This design comes from an exercise in tuning for small area, a short achievable clock period and few clock cycles per item on the open sky130 flow, not from production work. In this exercise RTL edits were held to simulation tests only and were not proved equivalent to the original.

==> inputs of run a <==
==> flow/design.v <==
`default_nettype none
package cache_pkg;
    typedef enum logic [1:0] {
        MesiInvalid   = 2'b00,
        MesiShared    = 2'b01,
        MesiExclusive = 2'b10,
        MesiModified  = 2'b11
    } mesiState;
    typedef enum logic [2:0] {
        StIdle,
        StLookup,
        StWriteBack,
        StFill,
        StUpgrade,
        StUpdate,
        StDone
    } ctrlState;
    typedef enum logic [2:0] {
        OpNone,
        OpRead,
        OpReadEx,
        OpInvalidate,
        OpWriteBack
    } busOp;
endpackage
`default_nettype wire
`timescale 1ns/1ps
`default_nettype none
module cache_top (
    input  logic                     clk,
    input  logic                     reset,
    input  logic                     cpuRead,
    input  logic                     cpuWrite,
    input  logic [32-1:0] cpuAddr,
    input  logic [32-1:0] cpuWriteData,
    output logic [32-1:0] cpuReadData,
    output logic                     cpuDone,
    output logic                     busReq,
    input  logic                     busGnt,
    output logic [32-1:0] busAddr,
    output logic [32-1:0] busWriteData,
    output logic                     busRead,
    output logic                     busReadEx,
    output logic                     busInvalidate,
    output logic                     memWrite,
    input  logic [32-1:0] busReadData,
    input  logic                     dataInBus,
    input  logic                     sharedIn,
    input  logic                     memWriteDone,
    input  logic                     allInvalidationDone,
    input  logic                     snoopValid,
    input  logic                     snoopInvalidate,
    input  logic [32-1:0] snoopAddr,
    output logic                     invalidationDone
);
    localparam int TW = 26;
    localparam int DW = 32;
    localparam int IW = 4;
    localparam int NS = 16;
    localparam int NW = 4;
    localparam logic [1:0] StIdle = 2'd0;
    localparam logic [1:0] StBus  = 2'd1;
    localparam logic [1:0] StDone = 2'd2;
    logic [NS-1:0][NW-1:0][TW-1:0] lineTag;
    logic [NS-1:0][NW-1:0][1:0]    lineState;
    logic [NS-1:0][NW-1:0][DW-1:0] lineData;
    logic [NS-1:0][1:0]            pointer;
    logic [1:0] state;
    logic          req;
    logic [IW-1:0] cpuIdx;
    logic [IW-1:0] snpIdx;
    logic [TW-1:0] cpuTag;
    logic [TW-1:0] tag;
    logic [3:0]    selHi;
    logic [3:0]    selLo;
    logic [NS-1:0] setSelVec;
    assign req    = cpuRead | cpuWrite;
    assign cpuIdx = cpuAddr[2 +: IW];
    assign snpIdx = snoopAddr[2 +: IW];
    assign cpuTag = cpuAddr[32-1 -: TW];
    assign tag    = snoopValid ? snoopAddr[32-1 -: TW] : cpuTag;
    always_comb
    begin
        for (int k = 0; k < 4; k++)
        begin
            selHi[k] = snoopValid ? (snpIdx[3:2] == 2'(k)) : (cpuIdx[3:2] == 2'(k));
            selLo[k] = snoopValid ? (snpIdx[1:0] == 2'(k)) : (cpuIdx[1:0] == 2'(k));
        end
        for (int s = 0; s < NS; s++)
            setSelVec[s] = selHi[s / 4] && selLo[s % 4];
    end
    logic [3:0][NW-1:0][TW-1:0] grpTag;
    logic [3:0][NW-1:0][1:0]    grpState;
    logic [3:0][NW-1:0]         grpMatch;
    always_comb
    begin
        grpTag   = '0;
        grpState = '0;
        for (int lo = 0; lo < 4; lo++)
            for (int k = 0; k < 4; k++)
            begin
                grpTag[lo]   = grpTag[lo]   | ({(NW*TW){selHi[k]}} & lineTag[k*4 + lo]);
                grpState[lo] = grpState[lo] | ({(NW*2){selHi[k]}}  & lineState[k*4 + lo]);
            end
        for (int lo = 0; lo < 4; lo++)
            for (int w = 0; w < NW; w++)
                grpMatch[lo][w] = (grpState[lo][w] != cache_pkg::MesiInvalid) &&
                                  (grpTag[lo][w] == tag);
    end
    logic [NW-1:0][TW-1:0] setTag;
    logic [NW-1:0][1:0]    setState;
    logic [NW-1:0][DW-1:0] setData;
    logic [1:0]            ptrWay;
    logic [NW-1:0]         hitVec;
    logic [NW-1:0]         freeVec;
    always_comb
    begin
        setTag   = '0;
        setState = '0;
        hitVec   = '0;
        for (int lo = 0; lo < 4; lo++)
        begin
            setTag   = setTag   | ({(NW*TW){selLo[lo]}} & grpTag[lo]);
            setState = setState | ({(NW*2){selLo[lo]}}  & grpState[lo]);
            hitVec   = hitVec   | ({NW{selLo[lo]}}      & grpMatch[lo]);
        end
        setData  = '0;
        ptrWay   = '0;
        for (int s = 0; s < NS; s++)
        begin
            setData  = setData  | ({(NW*DW){setSelVec[s]}} & lineData[s]);
            ptrWay   = ptrWay   | ({2{setSelVec[s]}}       & pointer[s]);
        end
        for (int w = 0; w < NW; w++)
            freeVec[w] = (setState[w] == cache_pkg::MesiInvalid);
    end
    logic          hit;
    logic [DW-1:0] hitData;
    logic [NW-1:0] ownVec;
    logic          freeFound;
    logic [1:0]    freeWay;
    logic [1:0]    hitWay;
    logic [1:0]    victim;
    logic          victimDirty;
    always_comb
    begin
        hitData = '0;
        for (int w = 0; w < NW; w++)
        begin
            hitData   = hitData | ({DW{hitVec[w]}} & setData[w]);
            ownVec[w] = hitVec[w] && setState[w][1];
        end
    end
    assign hit    = |hitVec;
    assign hitWay = {hitVec[3] | hitVec[2], hitVec[3] | hitVec[1]};
    assign freeFound   = |freeVec;
    assign freeWay     = freeVec[0] ? 2'd0 : freeVec[1] ? 2'd1 : freeVec[2] ? 2'd2 : 2'd3;
    assign victim      = freeFound ? freeWay : ptrWay;
    assign victimDirty = !freeFound && (setState[ptrWay] == cache_pkg::MesiModified);
    logic idleReq;
    logic snoopHit;
    assign idleReq  = (state == StIdle) && req;
    assign snoopHit = (state == StIdle) && snoopValid && snoopInvalidate && hit;
    logic [NS-1:0] setQ;
    logic [1:0]    wayQ;
    logic          isWriteQ;
    logic          noFreeQ;
    logic          hitWrQ;
    logic [DW-1:0] readQ;
    logic          busReqQ;
    logic          opWbQ;
    logic          opRdQ;
    logic          opRdxQ;
    logic          opInvQ;
    logic [TW-1:0] busTagQ;
    logic [IW-1:0] busIdxQ;
    logic [DW-1:0] busDataQ;
    logic wbDone;
    logic fillDone;
    logic upgDone;
    assign wbDone   = opWbQ && memWriteDone;
    assign fillDone = (opRdQ || opRdxQ) && dataInBus;
    assign upgDone  = opInvQ && allInvalidationDone;
    always_ff @(posedge clk)
    begin
        if (reset)
        begin
            state   <= StIdle;
            busReqQ <= 1'b0;
            opWbQ   <= 1'b0;
            opRdQ   <= 1'b0;
            opRdxQ  <= 1'b0;
            opInvQ  <= 1'b0;
        end
        else
        begin
            case (state)
                StIdle:
                begin
                    if (idleReq)
                    begin
                        if (hit && (!cpuWrite || (|ownVec)))
                            state <= StDone;
                        else
                        begin
                            state   <= StBus;
                            busReqQ <= 1'b1;
                            opWbQ   <= !hit && victimDirty;
                            opRdQ   <= !hit && !victimDirty && !cpuWrite;
                            opRdxQ  <= !hit && !victimDirty && cpuWrite;
                            opInvQ  <= hit;
                        end
                    end
                end
                StBus:
                begin
                    if (wbDone)
                    begin
                        opWbQ  <= 1'b0;
                        opRdQ  <= !isWriteQ;
                        opRdxQ <= isWriteQ;
                    end
                    else if (fillDone || upgDone)
                    begin
                        state   <= StIdle;
                        busReqQ <= 1'b0;
                        opRdQ   <= 1'b0;
                        opRdxQ  <= 1'b0;
                        opInvQ  <= 1'b0;
                    end
                end
                default:
                    state <= StIdle;
            endcase
        end
    end
    always_ff @(posedge clk)
    begin
        if (idleReq)
        begin
            setQ     <= setSelVec;
            wayQ     <= hit ? hitWay : victim;
            isWriteQ <= cpuWrite;
            noFreeQ  <= !freeFound;
            hitWrQ   <= cpuWrite;
            readQ    <= hitData;
            busTagQ  <= setTag[ptrWay];
            busIdxQ  <= cpuIdx;
            busDataQ <= setData[ptrWay];
        end
        else if (state == StBus && (!opWbQ || wbDone))
            busTagQ <= cpuTag;
    end
    assign busReq        = busReqQ;
    assign memWrite      = busGnt && opWbQ;
    assign busRead       = busGnt && opRdQ;
    assign busReadEx     = busGnt && opRdxQ;
    assign busInvalidate = busGnt && opInvQ;
    assign busAddr       = {busTagQ, busIdxQ, {2{1'b0}}};
    assign busWriteData  = busDataQ;
    assign cpuDone     = (state == StDone) || fillDone || upgDone;
    assign cpuReadData = opRdQ ? busReadData : readQ;
    logic          upd;
    logic          tagUpd;
    logic [1:0]    newState;
    logic [DW-1:0] newData;
    assign upd     = ((state == StDone) && hitWrQ) || fillDone || upgDone;
    assign tagUpd  = fillDone;
    assign newData = opRdQ ? busReadData : cpuWriteData;
    assign newState = !opRdQ ? cache_pkg::MesiModified :
                      sharedIn ? cache_pkg::MesiShared : cache_pkg::MesiExclusive;
    for (genvar s = 0; s < NS; s++)
    begin : g_set
        for (genvar w = 0; w < NW; w++)
        begin : g_way
            logic reqSel;
            logic snpSel;
            assign reqSel = upd && setQ[s] && (wayQ == 2'(w));
            assign snpSel = snoopHit && setSelVec[s] && hitVec[w];
            always_ff @(posedge clk)
            begin
                if (reset)
                    lineState[s][w] <= cache_pkg::MesiInvalid;
                else if (reqSel)
                    lineState[s][w] <= newState;
                else if (snpSel)
                    lineState[s][w] <= cache_pkg::MesiInvalid;
            end
            always_ff @(posedge clk)
            begin
                if (reqSel && tagUpd)
                    lineTag[s][w] <= cpuTag;
            end
            always_ff @(posedge clk)
            begin
                if (reqSel)
                    lineData[s][w] <= newData;
            end
        end
        always_ff @(posedge clk)
        begin
            if (reset)
                pointer[s] <= '0;
            else if (fillDone && noFreeQ && setQ[s])
                pointer[s] <= pointer[s] + 2'd1;
        end
    end
    always_ff @(posedge clk)
    begin
        if (reset)
            invalidationDone <= 1'b0;
        else
            invalidationDone <= snoopHit;
    end
endmodule
`default_nettype wire
==> flow/flow/run.sh <==
#!/bin/bash
# Standard ORFS layout, with a tighter setup margin for timing repair
bash standard.sh SETUP_SLACK_MARGIN=8 finish > standard.log 2>&1
==> flow/standard.sh <==
#!/bin/bash
# synth_recipe.tcl (not shown) runs the flow's synth.tcl, then flattens the netlist and writes it again
# the make line also repeats each setting of config.mk as NAME=value (left out here)
make -C /OpenROAD-flow-scripts/flow DESIGN_CONFIG=/design/flow/config.mk WORK_HOME=/design/flow/orfs CLKGATE_MAP_FILE= SYNTH_SCRIPT=/design/flow/synth_recipe.tcl "${@:-finish}"
==> flow/config.mk <==
export PLATFORM = sky130hd
export DESIGN_NAME = cache_top
export DESIGN_NICKNAME = cache_top
export VERILOG_FILES = /design/flow/design.v
export SDC_FILE = /design/flow/constraint.sdc
export NUM_CORES = 4
export LEC_CHECK = 0
export CAP_MARGIN = 20
export CORE_MARGIN = 2
export CORE_UTILIZATION = 35
export PLACE_DENSITY = 0.45
export SETUP_SLACK_MARGIN = 5
export SLEW_MARGIN = 20
==> flow/constraint.sdc <==
create_clock -name core_clock -period 14.0 [get_ports {clk}]
set_input_delay 2.8000 -clock core_clock [delete_from_list [all_inputs] [get_ports {clk}]]
set_output_delay 2.8000 -clock core_clock [all_outputs]
set_load 0.01 [all_outputs]
==> inputs of run b, as changes to run a <==
--- a/flow/design.v
+++ b/flow/design.v
@@ -173,4 +173,6 @@
     logic          opRdxQ;
     logic          opInvQ;
+    logic          fillingQ;
+    logic          doneQ;
     logic [TW-1:0] busTagQ;
     logic [IW-1:0] busIdxQ;
@@ -180,5 +182,5 @@
     logic upgDone;
     assign wbDone   = opWbQ && memWriteDone;
-    assign fillDone = (opRdQ || opRdxQ) && dataInBus;
+    assign fillDone = fillingQ && dataInBus;
     assign upgDone  = opInvQ && allInvalidationDone;
     always_ff @(posedge clk)
@@ -192,7 +194,10 @@
             opRdxQ  <= 1'b0;
             opInvQ  <= 1'b0;
+            fillingQ <= 1'b0;
+            doneQ   <= 1'b0;
         end
         else
         begin
+            doneQ <= idleReq && hit && (!cpuWrite || (|ownVec));
             case (state)
                 StIdle:
@@ -209,4 +214,5 @@
                             opRdQ   <= !hit && !victimDirty && !cpuWrite;
                             opRdxQ  <= !hit && !victimDirty && cpuWrite;
+                            fillingQ <= !hit && !victimDirty;
                             opInvQ  <= hit;
                         end
@@ -220,4 +226,5 @@
                         opRdQ  <= !isWriteQ;
                         opRdxQ <= isWriteQ;
+                        fillingQ <= 1'b1;
                     end
                     else if (fillDone || upgDone)
@@ -227,4 +234,5 @@
                         opRdQ   <= 1'b0;
                         opRdxQ  <= 1'b0;
+                        fillingQ <= 1'b0;
                         opInvQ  <= 1'b0;
                     end
@@ -259,5 +267,5 @@
     assign busAddr       = {busTagQ, busIdxQ, {2{1'b0}}};
     assign busWriteData  = busDataQ;
-    assign cpuDone     = (state == StDone) || fillDone || upgDone;
+    assign cpuDone     = doneQ || fillDone || upgDone;
     assign cpuReadData = opRdQ ? busReadData : readQ;
     logic          upd;
==> flow/flow/run.sh (replaced) <==
#!/bin/bash
# Standard ORFS layout with a tighter setup margin for timing repair and a
# clock tree of larger sink clusters without dummy loads
bash standard.sh SETUP_SLACK_MARGIN=8 \
  "CTS_ARGS=-sink_clustering_enable -repair_clock_nets -dont_use_dummy_load -sink_clustering_size 20 -sink_clustering_max_diameter 80 -buf_list sky130_fd_sc_hd__clkbuf_16" \
  finish > standard.log 2>&1
CORE_UTILIZATION = 40   (was 35)
PLACE_DENSITY = 0.5   (was 0.45)
==> inputs of run c, as changes to run a <==
--- a/flow/design.v
+++ b/flow/design.v
@@ -173,4 +173,6 @@
     logic          opRdxQ;
     logic          opInvQ;
+    logic          fillingQ;
+    logic          doneQ;
     logic [TW-1:0] busTagQ;
     logic [IW-1:0] busIdxQ;
@@ -180,5 +182,5 @@
     logic upgDone;
     assign wbDone   = opWbQ && memWriteDone;
-    assign fillDone = (opRdQ || opRdxQ) && dataInBus;
+    assign fillDone = fillingQ && dataInBus;
     assign upgDone  = opInvQ && allInvalidationDone;
     always_ff @(posedge clk)
@@ -192,7 +194,10 @@
             opRdxQ  <= 1'b0;
             opInvQ  <= 1'b0;
+            fillingQ <= 1'b0;
+            doneQ   <= 1'b0;
         end
         else
         begin
+            doneQ <= idleReq && hit && (!cpuWrite || (|ownVec));
             case (state)
                 StIdle:
@@ -209,4 +214,5 @@
                             opRdQ   <= !hit && !victimDirty && !cpuWrite;
                             opRdxQ  <= !hit && !victimDirty && cpuWrite;
+                            fillingQ <= !hit && !victimDirty;
                             opInvQ  <= hit;
                         end
@@ -220,4 +226,5 @@
                         opRdQ  <= !isWriteQ;
                         opRdxQ <= isWriteQ;
+                        fillingQ <= 1'b1;
                     end
                     else if (fillDone || upgDone)
@@ -227,4 +234,5 @@
                         opRdQ   <= 1'b0;
                         opRdxQ  <= 1'b0;
+                        fillingQ <= 1'b0;
                         opInvQ  <= 1'b0;
                     end
@@ -259,5 +267,5 @@
     assign busAddr       = {busTagQ, busIdxQ, {2{1'b0}}};
     assign busWriteData  = busDataQ;
-    assign cpuDone     = (state == StDone) || fillDone || upgDone;
+    assign cpuDone     = doneQ || fillDone || upgDone;
     assign cpuReadData = opRdQ ? busReadData : readQ;
     logic          upd;
==> flow/flow/run.sh (replaced) <==
#!/bin/bash
# Standard ORFS layout with a tighter setup margin for timing repair and a
# clock tree of larger sink clusters without dummy loads
bash standard.sh SETUP_SLACK_MARGIN=8.5 \
  "CTS_ARGS=-sink_clustering_enable -repair_clock_nets -dont_use_dummy_load -sink_clustering_size 20 -sink_clustering_max_diameter 80 -buf_list sky130_fd_sc_hd__clkbuf_16" \
  finish > standard.log 2>&1
==> inputs of run d, as changes to run a <==
--- a/flow/design.v
+++ b/flow/design.v
@@ -173,4 +173,6 @@
     logic          opRdxQ;
     logic          opInvQ;
+    logic          fillingQ;
+    logic          doneQ;
     logic [TW-1:0] busTagQ;
     logic [IW-1:0] busIdxQ;
@@ -180,5 +182,5 @@
     logic upgDone;
     assign wbDone   = opWbQ && memWriteDone;
-    assign fillDone = (opRdQ || opRdxQ) && dataInBus;
+    assign fillDone = fillingQ && dataInBus;
     assign upgDone  = opInvQ && allInvalidationDone;
     always_ff @(posedge clk)
@@ -192,7 +194,10 @@
             opRdxQ  <= 1'b0;
             opInvQ  <= 1'b0;
+            fillingQ <= 1'b0;
+            doneQ   <= 1'b0;
         end
         else
         begin
+            doneQ <= idleReq && hit && (!cpuWrite || (|ownVec));
             case (state)
                 StIdle:
@@ -209,4 +214,5 @@
                             opRdQ   <= !hit && !victimDirty && !cpuWrite;
                             opRdxQ  <= !hit && !victimDirty && cpuWrite;
+                            fillingQ <= !hit && !victimDirty;
                             opInvQ  <= hit;
                         end
@@ -220,4 +226,5 @@
                         opRdQ  <= !isWriteQ;
                         opRdxQ <= isWriteQ;
+                        fillingQ <= 1'b1;
                     end
                     else if (fillDone || upgDone)
@@ -227,4 +234,5 @@
                         opRdQ   <= 1'b0;
                         opRdxQ  <= 1'b0;
+                        fillingQ <= 1'b0;
                         opInvQ  <= 1'b0;
                     end
@@ -259,5 +267,5 @@
     assign busAddr       = {busTagQ, busIdxQ, {2{1'b0}}};
     assign busWriteData  = busDataQ;
-    assign cpuDone     = (state == StDone) || fillDone || upgDone;
+    assign cpuDone     = doneQ || fillDone || upgDone;
     assign cpuReadData = opRdQ ? busReadData : readQ;
     logic          upd;
==> flow/flow/run.sh (replaced) <==
#!/bin/bash
# Standard ORFS layout with a tighter setup margin for timing repair and a
# clock tree of larger sink clusters without dummy loads
bash standard.sh SETUP_SLACK_MARGIN=8 \
  "CTS_ARGS=-sink_clustering_enable -repair_clock_nets -dont_use_dummy_load -sink_clustering_size 20 -sink_clustering_max_diameter 80 -buf_list sky130_fd_sc_hd__clkbuf_16" \
  finish > standard.log 2>&1
CORE_UTILIZATION = 45   (was 35)
PLACE_DENSITY = 0.55   (was 0.45)
==> reports/results.ini <==
[status]
status=finished clean

[critical_path]
worstPathArrival_ps=3480

[power]
p_sw_frac=0.270

[yosys]
postSynthCellCount=10700

[clock_network]
clk_latency_ps=1070

the above is filed under run c

==> reports/results.ini <==
[status]
status=finished clean

[clock_network]
clk_latency_ps=1030
cts_tree=built

[power]
p_sw_frac=0.267

[job]
drv_cap=0

[critical_path]
worstPathArrival_ps=7370

the above is filed under run b

==> reports/results.ini <==
[status]
status=finished clean

[routing]
drt_wl_total_mm=752
post_drt_wl_per_cell_um=41.3

[power]
p_sw_frac=0.255
p_per_area_nw_per_um2=142

[clock_network]
clk_latency_ps=1050
cts_max_level=5

[critical_path]
worstPathArrival_ps=3530

[yosys]
postSynthCellCount=10900

[grt]
grt_max_degree=110

the above is filed under run a

==> reports/results.ini <==
[status]
status=finished clean

[yosys]
postSynthCellCount=10700

[clock_network]
clk_latency_ps=1030

[critical_path]
worstPathArrival_ps=6920

[power]
p_sw_frac=0.265

the above is filed under run d

Testbench counts of run a, summed over its fixed seeds: cycles 100,378, accesses 24,000.
Testbench counts of run b, summed over its fixed seeds: cycles 100,378, accesses 24,000.
Testbench counts of run c, summed over its fixed seeds: cycles 100,378, accesses 24,000.
Testbench counts of run d, summed over its fixed seeds: cycles 100,378, accesses 24,000.

-- what the ideal ports hide --
No port has a modelled driver above. Below, the same layouts with a new extraction and two added sets of constraints.
Step 1 assumes that a clkbuf_16 drives the clock port and a buf_2 every other input.
Step 2 adds t to the input delays and takes it off the output delays; t is the mean of the earliest and latest rising clock arrival at the registers after step 1. Input paths then give back, and output paths get back, about the clock's delay inside the block.
Three values: ideal ports, drivers, drivers and shift; two values: the first two.
| run | t (ns) | setup slack, ns | worst hold slack (ns) | slew at the worst register clock pin (ns) | worst slew at a driven data input, ns |
|---|---|---|---|---|---|
| run a | 1.147 | 7.672 / 7.624 / 6.699 | 0.449 / 0.449 / 0.449 | 0.08 / 0.08 | 0.28 |
| run b | 1.099 | 7.472 / 7.324 / 6.225 | 0.495 / 0.495 / 0.495 | 0.10 / 0.10 | 0.28 |
| run c | 1.111 | 7.721 / 7.474 / 6.363 | 0.488 / 0.488 / 0.488 | 0.10 / 0.10 | 0.50 |
| run d | 1.090 | 7.827 / 7.599 / 6.509 | 0.492 / 0.492 / 0.492 | 0.09 / 0.09 | 0.39 |
After both steps setup and hold are still met in every run listed. The setup slack of run c, which loses most, moves by -0.247 ns with the drivers and by -1.358 ns with both steps.
